What follows belongs to an exercise in optimizing a design on an open flow for small area, a short achievable clock period and few clock cycles per item; a production flow would make more cautious choices.
Where RTL was checked, it was by simulation tests only, not by an equivalence proof against the original.

==> inputs of v28 <==
==> flow/design.v (excerpt) <==
module idct_8x8 #(
    parameter int DATA_W      = 16,
    parameter int COEF_FRAC   = 14,
    parameter int LEVEL_SHIFT = 0
) (
    input  logic              clk,
    input  logic              rst_n,
    input  logic              in_valid,
    output logic              in_ready,
    input  logic [DATA_W-1:0] in_data,
    output logic              out_valid,
    input  logic              out_ready,
    output logic [7:0]        out_data,
    output logic              busy,
    output logic              block_done
);
==> module idct_bka, before the edit <==
module idct_bka #(
    parameter int W = 32
) (
    input  logic [W-1:0] a,
    input  logic [W-1:0] b,
    input  logic         cin,
    output logic [W-1:0] s
);
    localparam int TOP = 1 << ($clog2(W) - 1);    
    logic [W-1:0] g0, p0;
    logic [W-1:0] gg, pp;
    assign g0 = a & b;
    assign p0 = a ^ b;
    always_comb begin
        gg = g0;
        gg[0] = g0[0] | (p0[0] & cin);
        pp = p0;
        for (int l = 1; l < W; l = l * 2)
            for (int i = 2 * l - 1; i < W; i = i + 2 * l) begin
                gg[i] = gg[i] | (pp[i] & gg[i-l]);
                pp[i] = pp[i] & pp[i-l];
            end
        for (int l = TOP / 2; l >= 1; l = l / 2)
            for (int i = 3 * l - 1; i < W; i = i + 2 * l) begin
                gg[i] = gg[i] | (pp[i] & gg[i-l]);
                pp[i] = pp[i] & pp[i-l];
            end
    end
    assign s = p0 ^ {gg[W-2:0], cin};
endmodule
export LEC_CHECK = 0
export CAP_MARGIN = 20
export CORE_MARGIN = 2
export CORE_UTILIZATION = 60
export CTS_CLUSTER_DIAMETER = 100
export CTS_CLUSTER_SIZE = 20
export SLEW_MARGIN = 20
create_clock -name core_clock -period 12.0 [get_ports {clk}]
standard.sh (not shown) runs the stock make flow with config.mk's settings and CLKGATE_MAP_FILE= SYNTH_SCRIPT=/design/flow/synth_recipe.tcl, a recipe that flattens the netlist after the stock synthesis.
==> flow/flow/run.sh <==
#!/bin/bash
# Standard ORFS layout at the design's clock and constraints; the timing
# repair after CTS and after global routing is asked to keep extra setup
# slack so that the achieved period shrinks. Tool output goes to flow.log.
set -euo pipefail
bash standard.sh SETUP_SLACK_MARGIN=7.0 finish > flow.log 2>&1
==> v23: changes against v28 <==
--- a/flow/design.v
+++ b/flow/design.v
@@ -381,5 +381,9 @@
     output logic [W-1:0] s
 );
-    localparam int TOP = 1 << ($clog2(W) - 1);    
+    function automatic int top_span(input int w);
+        top_span = 1;
+        while (2 * top_span < w) top_span = 2 * top_span;
+    endfunction
+    localparam int TOP = top_span(W);    
     logic [W-1:0] g0, p0;
     logic [W-1:0] gg, pp;
--- a/flow/flow/run.sh
+++ b/flow/flow/run.sh
@@ -4,3 +4,3 @@
 # slack so that the achieved period shrinks. Tool output goes to flow.log.
 set -euo pipefail
-bash standard.sh SETUP_SLACK_MARGIN=7.0 finish > flow.log 2>&1
+bash standard.sh SETUP_SLACK_MARGIN=6.8 finish > flow.log 2>&1
--- a/flow/config.mk
+++ b/flow/config.mk
@@ -8,5 +8,5 @@
 export CAP_MARGIN = 20
 export CORE_MARGIN = 2
-export CORE_UTILIZATION = 60
+export CORE_UTILIZATION = 55
 export CTS_CLUSTER_DIAMETER = 100
 export CTS_CLUSTER_SIZE = 20
==> comparison <==
Between v28 and v23, the lower global-route usage is in v23 (gap 2.2 points). v28 finished clean. v23 finished clean. Between v23 and v28, the lower clock-buffer cell count is in v23 (gap 4). Of v28 and v23, v28 has the higher register-to-register slack (gap 140 ps). Between v23 and v28, the lower worst setup slack is in v23 (gap 39 ps). Area after synthesis is the same in v23 and v28. Against v28, the routed wire length of v23 is larger by 1.5%. Final area: v23 is lower than v28 (about 0.4%).
Testbench counts of v23, summed over its fixed seeds: cycles 5,096, items 64.
For v28, only the layout was checked, not whether the RTL still works.

---

==> job 6667 <==
Another version of the RTL of idct_8x8 (not shown whole).
export LEC_CHECK = 0
export CAP_MARGIN = 20
export CORE_MARGIN = 2
export CORE_UTILIZATION = 55
export CTS_BUF_LIST = sky130_fd_sc_hd__clkbuf_8
export CTS_CLUSTER_DIAMETER = 80
export CTS_CLUSTER_SIZE = 15
export SLEW_MARGIN = 20
create_clock -name core_clock -period 12.0 [get_ports {clk}]
==> flow/flow/run.sh <==
#!/bin/bash
# Standard ORFS layout at the design's clock and constraints; the timing
# repair after CTS and after global routing is asked to keep extra setup
# slack so that the achieved period shrinks. Tool output goes to flow.log.
set -euo pipefail
bash standard.sh SETUP_SLACK_MARGIN=6.8 finish > flow.log 2>&1
==> job 7115: changes against job 6667 <==
--- a/flow/design.v
+++ b/flow/design.v
@@ -18,38 +18,40 @@
         tr6 = {a[2:0], a[5:3]};
     endfunction
     function automatic logic [7:0] tr8(input logic [7:0] a);
         tr8 = {a[7:6], a[2:0], a[5:3]};
     endfunction
-    logic [15:0] r_x;
-    logic        r_xv, r_rdy;
-    logic [2:0]  r_xk, r_ru_k, w_k_nx;
-    logic        w_in_hs;
-    logic        w_ok7_nx;
-    assign in_ready = r_rdy;
-    assign w_in_hs  = in_valid && r_rdy;
-    assign w_k_nx   = r_ru_k + {2'd0, w_in_hs};
+    logic [15:0] r_fh, r_ft;
+    logic        r_fhv, r_ftv;
+    logic        w_in_hs, w_f_pop;
+    logic [2:0]  r_ru_k;
+    assign in_ready = ~r_ftv;
+    assign w_in_hs  = in_valid & ~r_ftv;
     always_ff @(posedge clk) begin
-        r_x  <= in_data;
-        r_xk <= r_ru_k;
+        if (w_f_pop ? (r_ftv || w_in_hs) : (w_in_hs && !r_fhv))
+            r_fh <= r_ftv ? r_ft : in_data;
+        if (w_in_hs && (r_ftv || (r_fhv && !w_f_pop)))
+            r_ft <= in_data;
     end
     always_ff @(posedge clk or negedge rst_n) begin
         if (!rst_n) begin
-            r_xv   <= 1'b0;
-            r_rdy  <= 1'b1;
+            r_fhv  <= 1'b0;
+            r_ftv  <= 1'b0;
             r_ru_k <= 3'd0;
         end else begin
-            r_xv   <= w_in_hs;
-            r_ru_k <= w_k_nx;
-            r_rdy  <= (w_k_nx != 3'd7) || w_ok7_nx;
+            if (w_f_pop) r_ru_k <= r_ru_k + 3'd1;
+            r_fhv <= r_ftv || w_in_hs || (r_fhv && !w_f_pop);
+            r_ftv <= (r_ftv && !w_f_pop) || (w_in_hs && ((r_fhv && !w_f_pop) || r_ftv));
         end
     end
     logic         w_ru_done;
     logic [127:0] w_ru_res;
+    logic         w_ru_ok7;
+    assign w_f_pop = r_fhv && (r_ru_k != 3'd7 || w_ru_ok7);
     idct_mac8 u_ru (
         .clk(clk), .rst_n(rst_n),
-        .in_v(r_xv), .in_x(r_x), .in_k(r_xk),
+        .in_v(w_f_pop), .in_x(r_fh), .in_k(r_ru_k),
         .done(w_ru_done), .res(w_ru_res)
     );
     localparam int PH_BW = 12;            
     localparam int PH_BR = PH_BW + 50;    
     localparam int PH_PW = PH_BR + 12;    
@@ -60,19 +62,18 @@
     logic [5:0] r_ph;
     logic [15:0] sr [8];
     logic [3:0]  sr_cnt;
     logic [7:0]  r_wb, r_rb;
     logic        w_b_wr, w_b_rd;
+    logic [7:0]  w_bfill;
     logic [3:0]  w_b_wd, w_b_rdd;
     logic [15:0] bring [64];
-    logic [7:0]  w_brow, w_brow_nx;
-    logic [5:0]  w_ph_nx;
+    logic [7:0]  w_brow;
     assign w_brow   = r_wb + {4'd0, sr_cnt};
     assign w_b_wr   = (sr_cnt != 4'd0);
-    assign w_brow_nx = w_brow + (w_ru_done ? 8'd8 : 8'd0);
-    assign w_ok7_nx  = (w_ph_nx - w_brow_nx[5:0] == 6'(PH_BW - 5)) &&
-                       (w_brow_nx - r_rb - {7'd0, w_b_rd} <= 8'd56);
+    assign w_bfill  = w_brow - r_rb;
+    assign w_ru_ok7 = (r_ph - w_brow[5:0] == 6'(PH_BW - 4)) && (w_bfill <= 8'd56);
     assign w_b_wd   = r_wb[6] ? 4'd7 + {1'b0, r_wb[5:3]} - {1'b0, r_wb[2:0]} : 4'd7;
     always_ff @(posedge clk) begin
         if (w_ru_done) begin
             for (int i = 0; i < 8; i++) sr[i] <= w_ru_res[16*i +: 16];
         end else begin
@@ -198,19 +199,18 @@
     assign block_done = out_ready && r_olast;
     logic [9:0] r_pend;
     logic [9:0] w_pend_nx;
     logic       r_busy;
     assign w_pend_nx = r_pend + {9'd0, w_in_hs} - {9'd0, w_out_hs};
-    assign w_ph_nx   = (w_in_hs && r_pend == 10'd0) ? 6'd1 : r_ph + 6'd1;
     always_ff @(posedge clk or negedge rst_n) begin
         if (!rst_n) begin
             r_pend <= 10'd0;
             r_busy <= 1'b0;
             r_ph   <= 6'd0;
         end else begin
             r_pend <= w_pend_nx;
-            r_ph   <= w_ph_nx;
+            r_ph   <= (w_in_hs && r_pend == 10'd0) ? 6'd1 : r_ph + 6'd1;
             r_busy <= (w_pend_nx != 10'd0);
         end
     end
     assign busy = r_busy;
 endmodule
==> flow/config.mk (replaced) <==
export PLATFORM = sky130hd
export DESIGN_NAME = idct_8x8
export DESIGN_NICKNAME = idct_8x8
export VERILOG_FILES = /design/flow/design.v
export SDC_FILE = /design/flow/constraint.sdc
export NUM_CORES = 4
export LEC_CHECK = 0
export CAP_MARGIN = 20
export CORE_MARGIN = 2
export CORE_UTILIZATION = 65
export CTS_CLUSTER_DIAMETER = 110
export CTS_CLUSTER_SIZE = 22
export SLEW_MARGIN = 20
==> impl_metrics.env <==
export IMPL_multi_input_area_um2=66100
export IMPL_placed_cell_area_um2=130000
export IMPL_synth_seq_cells=2756
export IMPL_drive_above_1_share_pct=8.27
export IMPL_fin_ws_ns=6.83
export IMPL_outcome="no timing/DRC/antenna violations"
export IMPL_met3_usage_pct=5.50
export IMPL_fmax_ghz=0.193
export IMPL_synth_commonest_cells="dfxtp_1 (2619), inv_1 (1103), ha_1 (894), a21oi_1 (843), nor2_1 (716)"
That was job 7115.
==> impl_metrics.env <==
export IMPL_outcome="no timing/DRC/antenna violations"
export IMPL_drive_above_1_share_pct=8.73
export IMPL_multi_input_area_um2=66500
export IMPL_synth_seq_cells=2743
export IMPL_fmax_ghz=0.194
export IMPL_fin_ws_ns=6.84
export IMPL_placed_cell_area_um2=131000
export IMPL_met3_usage_pct=4.06
export IMPL_synth_commonest_cells="dfxtp_1 (2638), inv_1 (1161), ha_1 (900), nor2_1 (809), a21oi_1 (808)"
That was job 6667.
Testbench counts of job 6667, summed over its fixed seeds: cycles 5,096, items 64.
Testbench counts of job 7115, summed over its fixed seeds: cycles 5,096, items 64.

afterwards: timing with drivers on the ports:
No port has a modelled driver above. Below, the same layouts with a new extraction and two added sets of constraints.
Step 1: set_driving_cell puts a clkbuf_16 on clk and a buf_2 on each other input, an assumption about the parent block.
Step 2 times the ports against the registers' clock, not the clock port: input delays grow and output delays shrink by t, the midpoint of the rising clock arrivals with the driver on.
Slacks: no drivers / after step 1 / after step 2; pairs: no drivers / after step 1.
run	t, ns	slack for setup (ns)	worst hold slack (ns)
v28	0.932	6.869 / 6.839 / 6.239	0.270 / 0.270 / 0.270
v23	0.917	6.830 / 6.810 / 6.156	0.286 / 0.286 / 0.286
job 6667	1.108	6.845 / 6.822 / 6.221	0.289 / 0.289 / 0.289
job 7115	0.942	6.826 / 6.807 / 6.106	0.298 / 0.298 / 0.298
After both steps setup and hold are still met in every run listed. For job 7115, which loses most, drivers alone change the setup slack by -0.019 ns; drivers and shift together by -0.720 ns.
